This is an optimization exercise on Yosys and OpenROAD, whose aim is small area, a short achievable clock period and few clock cycles per item, not a production implementation. RTL that was checked went through simulation tests only; none was proved equivalent to the original.

==> run B <==
Design cnn_top, start of the top module:
module cnn_top
#(
    parameter int RELU_SHIFT = 4
)
(
    input  logic            clk,
    input  logic            resetn,
    input  logic            weight_tvalid,
    output logic            weight_tready,
    input  cnn_pkg::pixel_t weight_tdata,
    input  logic            image_tvalid,
    output logic            image_tready,
    input  cnn_pkg::pixel_t image_tdata,
    output logic            result_tvalid,
    input  logic            result_tready,
    output cnn_pkg::acc_t   result_tdata,
    output logic            result_tlast
);
clock: 11.0 ns
lec_check: 0
abc_clock_period_in_ps: 4400
cap_margin: 20
core_margin: 2
core_utilization: 55
setup_slack_margin: 5
slew_margin: 20
run.sh (not shown) runs the stock make flow with config.mk's settings and CLKGATE_MAP_FILE= SYNTH_SCRIPT=/design/flow/synth_recipe.tcl, a recipe that flattens the netlist after the stock synthesis.
==> inputs of run K, as changes to run B <==
CTS_CLUSTER_DIAMETER = 100   (was default)
CTS_CLUSTER_SIZE = 30   (was default)
==> qor summary <==
quantity	run B	run K
Run status	no timing/DRC/antenna violations	no timing/DRC/antenna violations
Reg-to-reg setup timing slack	7.09 ns	7.12 ns
Post-Layout Cell Count	6660	6549
Diode count	1	0
Clkbuf count	153	68
Clock network latency to the later pin of the worst-skew pair	0.74 ns	0.72 ns
Setup WS post-layout	7.01 ns	7.03 ns
Area growth from synthesis to layout	8.31%	5.18%
Fraction of standard cell area that is sequential	0.396	0.408
Max Fclk	0.251 GHz	0.252 GHz
Non-Clock Buffer Area Fraction	0.0116	0.0120
First-pass GRT wire length	260000 um	258000 um
GRT met1 Usage	0.469	0.471
Non-Filler Cell Area, Final	68000 sq um	66000 sq um
Number of vias per cell	5.58	5.59
GRT Total Usage	0.313	0.310
No functional check of the RTL was part of any run of this note.

==> run a: inputs <==
Another version of the RTL of cnn_top (not shown whole).
==> flow/config.mk <==
export PLATFORM = sky130hd
export DESIGN_NAME = cnn_top
export DESIGN_NICKNAME = cnn_top
export VERILOG_FILES = /design/flow/design.v
export SDC_FILE = /design/flow/constraint.sdc
export NUM_CORES = 4
export LEC_CHECK = 0
export ABC_CLOCK_PERIOD_IN_PS = 4400
export CAP_MARGIN = 20
export CORE_MARGIN = 2
export CORE_UTILIZATION = 55
export SETUP_SLACK_MARGIN = 5
export SLEW_MARGIN = 20
==> flow/constraint.sdc <==
create_clock -name core_clock -period 11.0 [get_ports {clk}]
set_input_delay 2.2000 -clock core_clock [delete_from_list [all_inputs] [get_ports {clk}]]
set_output_delay 2.2000 -clock core_clock [all_outputs]
set_load 0.01 [all_outputs]
==> inputs of run b, as changes to run a <==
--- a/flow/design.v
+++ b/flow/design.v
@@ -3687,90 +3687,66 @@
     input  cnn_pkg::pixel_t image_tdata,
     output logic            result_tvalid,
     input  logic            result_tready,
     output cnn_pkg::acc_t   result_tdata,
     output logic            result_tlast
 );
     logic [5:0]        wcnt;
-    logic              wfull;      
-    logic              wrdy;       
+    logic              wrdy;
     logic              cwok;       
     logic              wfire;
     logic signed [7:0] ln [0:7][0:4];  
     logic signed [7:0] cw8;            
     logic signed [7:0] cw1 [0:8];      
     logic              fc_rot;
-    logic              p1_fc, p2_fc;
-    logic              wv_r;       
-    logic [5:0]        wi_r;
-    logic signed [7:0] wd_r;
-    logic              lfull;      
+    logic              p1_fc, p2_fc, s1_fc;
     assign weight_tready = wrdy;
-    assign wfire         = weight_tvalid && !wfull;
+    assign wfire         = weight_tvalid && wrdy;
     always_ff @(posedge clk or negedge resetn)
     begin
         if (!resetn)
         begin
             wcnt <= '0;
-            wfull <= 1'b0;
             wrdy <= 1'b1;
             cwok <= 1'b0;
         end
         else if (wfire)
         begin
             wcnt <= wcnt + 1'b1;
             if (wcnt == 6'd17)
                 cwok <= 1'b1;
             if (wcnt == 6'd49)
-            begin
-                wfull <= 1'b1;
                 wrdy <= 1'b0;
-            end
-        end
-    end
-    always_ff @(posedge clk or negedge resetn)
-    begin
-        if (!resetn)
-        begin
-            wv_r  <= 1'b0;
-            lfull <= 1'b0;
-        end
-        else
-        begin
-            wv_r  <= wfire;
-            lfull <= wfull;
         end
     end
     always_ff @(posedge clk)
     begin
-        wi_r <= wcnt;
-        wd_r <= weight_tdata;
-        if (wv_r && wi_r == 6'd8)
-            cw8 <= wd_r;
-        if (wv_r && wi_r >= 6'd9 && wi_r <= 6'd17)
+        if (wfire && wcnt == 6'd8)
+            cw8 <= weight_tdata;
+        if (wfire && wcnt >= 6'd9 && !cwok)
         begin
             for (int k = 0; k < 8; k++)
                 cw1[k] <= cw1[k + 1];
-            cw1[8] <= wd_r;
+            cw1[8] <= weight_tdata;
         end
     end
     genvar gm;
     generate
         for (gm = 0; gm < 8; gm++)
         begin : g_lane
             logic home_ld, fc_ld;
-            assign home_ld = wv_r && (wi_r == 6'(gm));
-            assign fc_ld   = wv_r && (wi_r >= 6'd18) && (wi_r[2:0] == 3'(gm + 2));
+            assign home_ld = wfire && (wcnt == 6'(gm));
+            assign fc_ld   = wfire && cwok && (wcnt[2:0] == 3'(gm + 2));
             always_ff @(posedge clk)
             begin
                 if (home_ld || fc_rot)
-                    ln[gm][4] <= !lfull ? wd_r : ln[gm][3];
+                    ln[gm][4] <= wrdy ? weight_tdata : ln[gm][3];
                 if (fc_ld || fc_rot)
                 begin
-                    ln[gm][0] <= !lfull ? wd_r : ln[gm][4];
+                    ln[gm][0] <= wrdy ? weight_tdata : ln[gm][4];
                     ln[gm][1] <= ln[gm][0];
                     ln[gm][2] <= ln[gm][1];
                     ln[gm][3] <= ln[gm][2];
                 end
             end
         end
     endgenerate
@@ -3799,37 +3775,33 @@
                 prow_n = (prow == 3'd5) ? 3'd0 : prow + 1'b1;
             end
             else
                 pcol_n = pcol + 1'b1;
         end
         cwok_n = cwok || (wfire && wcnt == 6'd17);
     end
-    logic              pv_r, wf_r;
-    logic signed [7:0] pd_r;
     always_ff @(posedge clk)
     begin
-        pd_r <= image_tdata;
-        if (pv_r)
+        if (pfire)
         begin
             for (int k = 14; k > 0; k--)
                 sr[k] <= sr[k - 1];
-            sr[0] <= pd_r;
+            sr[0] <= image_tdata;
         end
     end
     logic              cv;          
-    logic              cv_first, cv_last, f0_first, f0_last;
-    logic [1:0]        cv_win, f0_win;
+    logic              cv_first, cv_last;
+    logic [1:0]        cv_win;
     logic [2:0]        ci, ci_n;    
     logic signed [7:0] a0r [0:8];   
     logic              fc_load;
     logic              fc_act;      
     logic [1:0]        need;        
     logic [6:0]        feat [0:7];
-    logic [6:0]        feat_nx [0:7];
-    assign fc_rot = ((fc_act || (s1_cv && s1_last)) && lfull && !p1_fc && !p2_fc) || (ci != 3'd0);
+    assign fc_rot = (fc_act && !wrdy && !p1_fc && !p2_fc && !s1_fc) || (ci != 3'd0);
     always_comb
     begin
         ci_n = ci;
         if (fc_rot)
             ci_n = (ci == 3'd4) ? 3'd0 : ci + 1'b1;
     end
     logic [71:0]        a0, b0, a1, b1;
@@ -3853,89 +3825,80 @@
     assign fc_load = fc_rot && (ci == 3'd0);
     always_ff @(posedge clk)
     begin
         for (int kr = 0; kr < 3; kr++)
             for (int kc = 0; kc < 3; kc++)
             begin
                 if (fc_load)
-                    a0r[kr * 3 + kc] <= (kr * 3 + kc < 8) ? $signed({1'b0, feat_nx[(kr * 3 + kc) & 7]}) : 8'sd0;
-                else if (wf_r)
-                    a0r[kr * 3 + kc] <= (kr == 2 && kc == 2) ? pd_r : sr[(2 - kr) * 6 + (2 - kc) - 1];
+                    a0r[kr * 3 + kc] <= (kr * 3 + kc < 8) ? $signed({1'b0, feat[(kr * 3 + kc) & 7]}) : 8'sd0;
+                else if (win_fire)
+                    a0r[kr * 3 + kc] <= (kr == 2 && kc == 2) ? image_tdata : sr[(2 - kr) * 6 + (2 - kc) - 1];
             end
     end
     dot9 u_dot0 (.clk(clk), .a(a0), .b(b0), .s(dsum0));
     dot9 u_dot1 (.clk(clk), .a(a1), .b(b1), .s(dsum1));
     logic               p1_cv, p1_first, p1_last;
     logic [1:0]         p1_win, p1_cls;
     logic               p2_cv, p2_first, p2_last;
     logic [1:0]         p2_win, p2_cls;
     logic               s1_cv, s1_first, s1_last;
-    logic [1:0]         s1_win;
+    logic [1:0]         s1_win, s1_cls;
+    logic signed [17:0] s1_sum0;
     logic [6:0]         s1_q0, s1_q1;
     logic signed [18:0] sh0, sh1;
     logic [6:0]         q0, q1;
     always_ff @(posedge clk)
     begin
-        f0_first <= !prow[0] && !pcol[0];
-        f0_last  <= (prow == 3'd5) && (pcol == 3'd5);
-        f0_win   <= {prow >= 3'd4, pcol >= 3'd4};
-        cv_first <= f0_first;
-        cv_last  <= f0_last;
-        cv_win   <= f0_win;
+        cv_first <= !prow[0] && !pcol[0];
+        cv_last  <= (prow == 3'd5) && (pcol == 3'd5);
+        cv_win   <= {prow >= 3'd4, pcol >= 3'd4};
         p1_first <= cv_first;
         p1_last  <= cv_last;
         p1_win   <= cv_win;
         p1_cls   <= 2'(ci - 3'd1);
+        s1_sum0  <= dsum0[17:0];
         s1_q0    <= q0;
         s1_q1    <= q1;
         p2_first <= p1_first;
         p2_last  <= p1_last;
         p2_win   <= p1_win;
         p2_cls   <= p1_cls;
         s1_first <= p2_first;
         s1_last  <= p2_last;
         s1_win   <= p2_win;
+        s1_cls   <= p2_cls;
     end
     logic [6:0]         old0, old1;
     logic               racc;
     logic               rv, rlast;
     logic signed [17:0] rdata;
-    logic               rsign;     
     assign sh0 = $signed(dsum0) >>> RELU_SHIFT;
     assign sh1 = $signed(dsum1) >>> RELU_SHIFT;
     assign q0  = dsum0[18] ? 7'd0 : (sh0 > 19'sd127) ? 7'd127 : sh0[6:0];
     assign q1  = dsum1[18] ? 7'd0 : (sh1 > 19'sd127) ? 7'd127 : sh1[6:0];
     assign old0 = feat[{1'b0, s1_win}];
     assign old1 = feat[{1'b1, s1_win}];
-    assign racc = p2_fc && fc_act && (p2_cls == need) && (!rv || result_tready);
-    always_comb
+    assign racc = s1_fc && fc_act && (s1_cls == need) && (!rv || result_tready);
+    always_ff @(posedge clk)
     begin
-        for (int i = 0; i < 8; i++)
-            feat_nx[i] = feat[i];
         if (s1_cv)
         begin
             if (s1_first || s1_q0 > old0)
-                feat_nx[{1'b0, s1_win}] = s1_q0;
+                feat[{1'b0, s1_win}] <= s1_q0;
             if (s1_first || s1_q1 > old1)
-                feat_nx[{1'b1, s1_win}] = s1_q1;
+                feat[{1'b1, s1_win}] <= s1_q1;
         end
-    end
-    always_ff @(posedge clk)
-    begin
-        for (int i = 0; i < 8; i++)
-            feat[i] <= feat_nx[i];
         if (racc)
         begin
-            rdata <= dsum0[17:0];
-            rsign <= dsum0[18];
+            rdata <= s1_sum0;
             rlast <= (need == 2'd3);
         end
     end
     assign result_tvalid = rv;
-    assign result_tdata  = {{7{rsign}}, {7{rdata[17]}}, rdata};
+    assign result_tdata  = {{14{rdata[17]}}, rdata};
     assign result_tlast  = rlast;
     always_comb
     begin
         pend_n = pend;
         if (last_fire)
             pend_n = 1'b1;
         if (racc && need == 2'd3)
@@ -3946,40 +3909,38 @@
         if (!resetn)
         begin
             prow   <= '0;
             pcol   <= '0;
             itr    <= 1'b0;
             pend   <= 1'b0;
             cv     <= 1'b0;
-            pv_r   <= 1'b0;
-            wf_r   <= 1'b0;
             ci     <= '0;
             fc_act <= 1'b0;
             need   <= '0;
             p1_cv  <= 1'b0;
             p1_fc  <= 1'b0;
             p2_cv  <= 1'b0;
             p2_fc  <= 1'b0;
             s1_cv  <= 1'b0;
+            s1_fc  <= 1'b0;
             rv     <= 1'b0;
         end
         else
         begin
             prow  <= prow_n;
             pcol  <= pcol_n;
             pend  <= pend_n;
             itr   <= !((prow_n >= 3'd2) && (pcol_n >= 3'd2) && (pend_n || !cwok_n || ci_n != 3'd0));
-            pv_r  <= pfire;
-            wf_r  <= win_fire;
-            cv    <= wf_r;
+            cv    <= win_fire;
             p1_cv <= cv;
             p1_fc <= (ci != 3'd0) && fc_act;
             p2_cv <= p1_cv;
             p2_fc <= p1_fc;
             s1_cv <= p2_cv;
+            s1_fc <= p2_fc;
             ci    <= ci_n;
             if (s1_cv && s1_last)
                 fc_act <= 1'b1;
             if (racc)
             begin
                 need <= need + 1'b1;
                 if (need == 2'd3)
==> inputs of run c, as changes to run a <==
--- a/flow/design.v
+++ b/flow/design.v
@@ -3688,47 +3688,42 @@
     output logic            result_tvalid,
     input  logic            result_tready,
     output cnn_pkg::acc_t   result_tdata,
     output logic            result_tlast
 );
     logic [5:0]        wcnt;
     logic              wfull;      
-    logic              wrdy;       
     logic              cwok;       
     logic              wfire;
     logic signed [7:0] ln [0:7][0:4];  
     logic signed [7:0] cw8;            
     logic signed [7:0] cw1 [0:8];      
     logic              fc_rot;
     logic              p1_fc, p2_fc;
     logic              wv_r;       
     logic [5:0]        wi_r;
     logic signed [7:0] wd_r;
     logic              lfull;      
-    assign weight_tready = wrdy;
+    assign weight_tready = !wfull;
     assign wfire         = weight_tvalid && !wfull;
     always_ff @(posedge clk or negedge resetn)
     begin
         if (!resetn)
         begin
             wcnt <= '0;
             wfull <= 1'b0;
-            wrdy <= 1'b1;
             cwok <= 1'b0;
         end
         else if (wfire)
         begin
             wcnt <= wcnt + 1'b1;
             if (wcnt == 6'd17)
                 cwok <= 1'b1;
             if (wcnt == 6'd49)
-            begin
                 wfull <= 1'b1;
-                wrdy <= 1'b0;
-            end
         end
     end
     always_ff @(posedge clk or negedge resetn)
     begin
         if (!resetn)
         begin
             wv_r  <= 1'b0;
@@ -3895,15 +3890,14 @@
         s1_last  <= p2_last;
         s1_win   <= p2_win;
     end
     logic [6:0]         old0, old1;
     logic               racc;
     logic               rv, rlast;
     logic signed [17:0] rdata;
-    logic               rsign;     
     assign sh0 = $signed(dsum0) >>> RELU_SHIFT;
     assign sh1 = $signed(dsum1) >>> RELU_SHIFT;
     assign q0  = dsum0[18] ? 7'd0 : (sh0 > 19'sd127) ? 7'd127 : sh0[6:0];
     assign q1  = dsum1[18] ? 7'd0 : (sh1 > 19'sd127) ? 7'd127 : sh1[6:0];
     assign old0 = feat[{1'b0, s1_win}];
     assign old1 = feat[{1'b1, s1_win}];
     assign racc = p2_fc && fc_act && (p2_cls == need) && (!rv || result_tready);
@@ -3922,20 +3916,19 @@
     always_ff @(posedge clk)
     begin
         for (int i = 0; i < 8; i++)
             feat[i] <= feat_nx[i];
         if (racc)
         begin
             rdata <= dsum0[17:0];
-            rsign <= dsum0[18];
             rlast <= (need == 2'd3);
         end
     end
     assign result_tvalid = rv;
-    assign result_tdata  = {{7{rsign}}, {7{rdata[17]}}, rdata};
+    assign result_tdata  = {{14{rdata[17]}}, rdata};
     assign result_tlast  = rlast;
     always_comb
     begin
         pend_n = pend;
         if (last_fire)
             pend_n = 1'b1;
         if (racc && need == 2'd3)
==> qor summary <==
Outcome: run c no timing/DRC/antenna violations; run a no timing/DRC/antenna violations; run b no timing/DRC/antenna violations
Total of flip-flops plus latches after synthesis: run c 1008; run a 1010; run b 999
Total Nets Final: run c 6486; run a 6459; run b 6404
Count of sequential standard cells: run c 1008; run a 1010; run b 999
Distinct cells, synth: run c 66; run a 70; run b 68
Hold Slack: run c 0.312 ns; run a 0.322 ns; run b 0.302 ns
Number of nets in the synthesized netlist: run c 6480; run a 6438; run b 6403
Register fraction of the total cell area: run c 37.9%; run a 37.9%; run b 38.5%
Placement-stage worst setup slack: run c 6.89 ns; run a 6.75 ns; run b 6.14 ns
Count of cells along the worst register-to-register path: run c 11; run a 8; run b 7
Synth async-reset ratio: run c 3.27%; run a 3.37%; run b 3.00%
Relative slew slack: run c 24.8%; run a 33.2%; run b 31.6%
Die Span Y: run c 345 um; run a 345 um; run b 344 um
Cell row count: run c 125; run a 125; run b 124
Clock buffer count from CTS: run c 105; run a 106; run b 103
Fraction of final layout cells with drive strength greater than 1: run c 6.37%; run a 6.85%; run b 5.31%
Total routed wire length on the met1 layer: run c 73500 um; run a 67200 um; run b 69600 um
Slew at the pin closest to its max-slew limit: run c 1.13 ns; run a 1.00 ns; run b 1.02 ns
Testbench counts of run c, summed over its fixed seeds: cycles 2,464, images 64.
For run a and run b, only the layout was checked, not whether the RTL still works.

## what the ideal ports hide
How much do the figures lean on ideal ports? The routed layouts below were timed once more, with nothing changed but the port constraints. Step 1, drivers: a clkbuf_16 drives clk and a buf_2 each remaining input, both assumed. Step 2 moves the port delays by t, midway between the first and last clock arrival at a register: inputs arrive t later, outputs are due t later. That takes back most of the time a late clock gives input paths. Three values: ideal ports, drivers, drivers and shift; two values: the first two.
run | shift t [ns] | setup slack, ns | worst hold slack (ns) | worst setup path after step 2 | slew at the worst register clock pin (ns)
run B of note 1 | 0.776 | 7.009 / 6.936 / 6.525 | 0.323 / 0.323 / 0.323 | input to register | 0.07 / 0.07
run K of note 1 | 0.766 | 7.033 / 6.956 / 6.510 | 0.336 / 0.336 / 0.336 | input to register | 0.12 / 0.12
run a of note 2 | 0.790 | 6.999 / 6.916 / 6.767 | 0.322 / 0.322 / 0.322 | input to register | 0.07 / 0.07
run b of note 2 | 0.776 | 6.381 / 6.306 / 6.040 | 0.302 / 0.302 / 0.302 | input to register | 0.07 / 0.07
run c of note 2 | 0.807 | 6.914 / 6.833 / 6.874 | 0.312 / 0.312 / 0.312 | input to register | 0.07 / 0.07
After both steps setup and hold are still met in every run listed. The setup slack of run K of note 1, which loses most, moves by -0.077 ns with the drivers and by -0.523 ns with both steps.
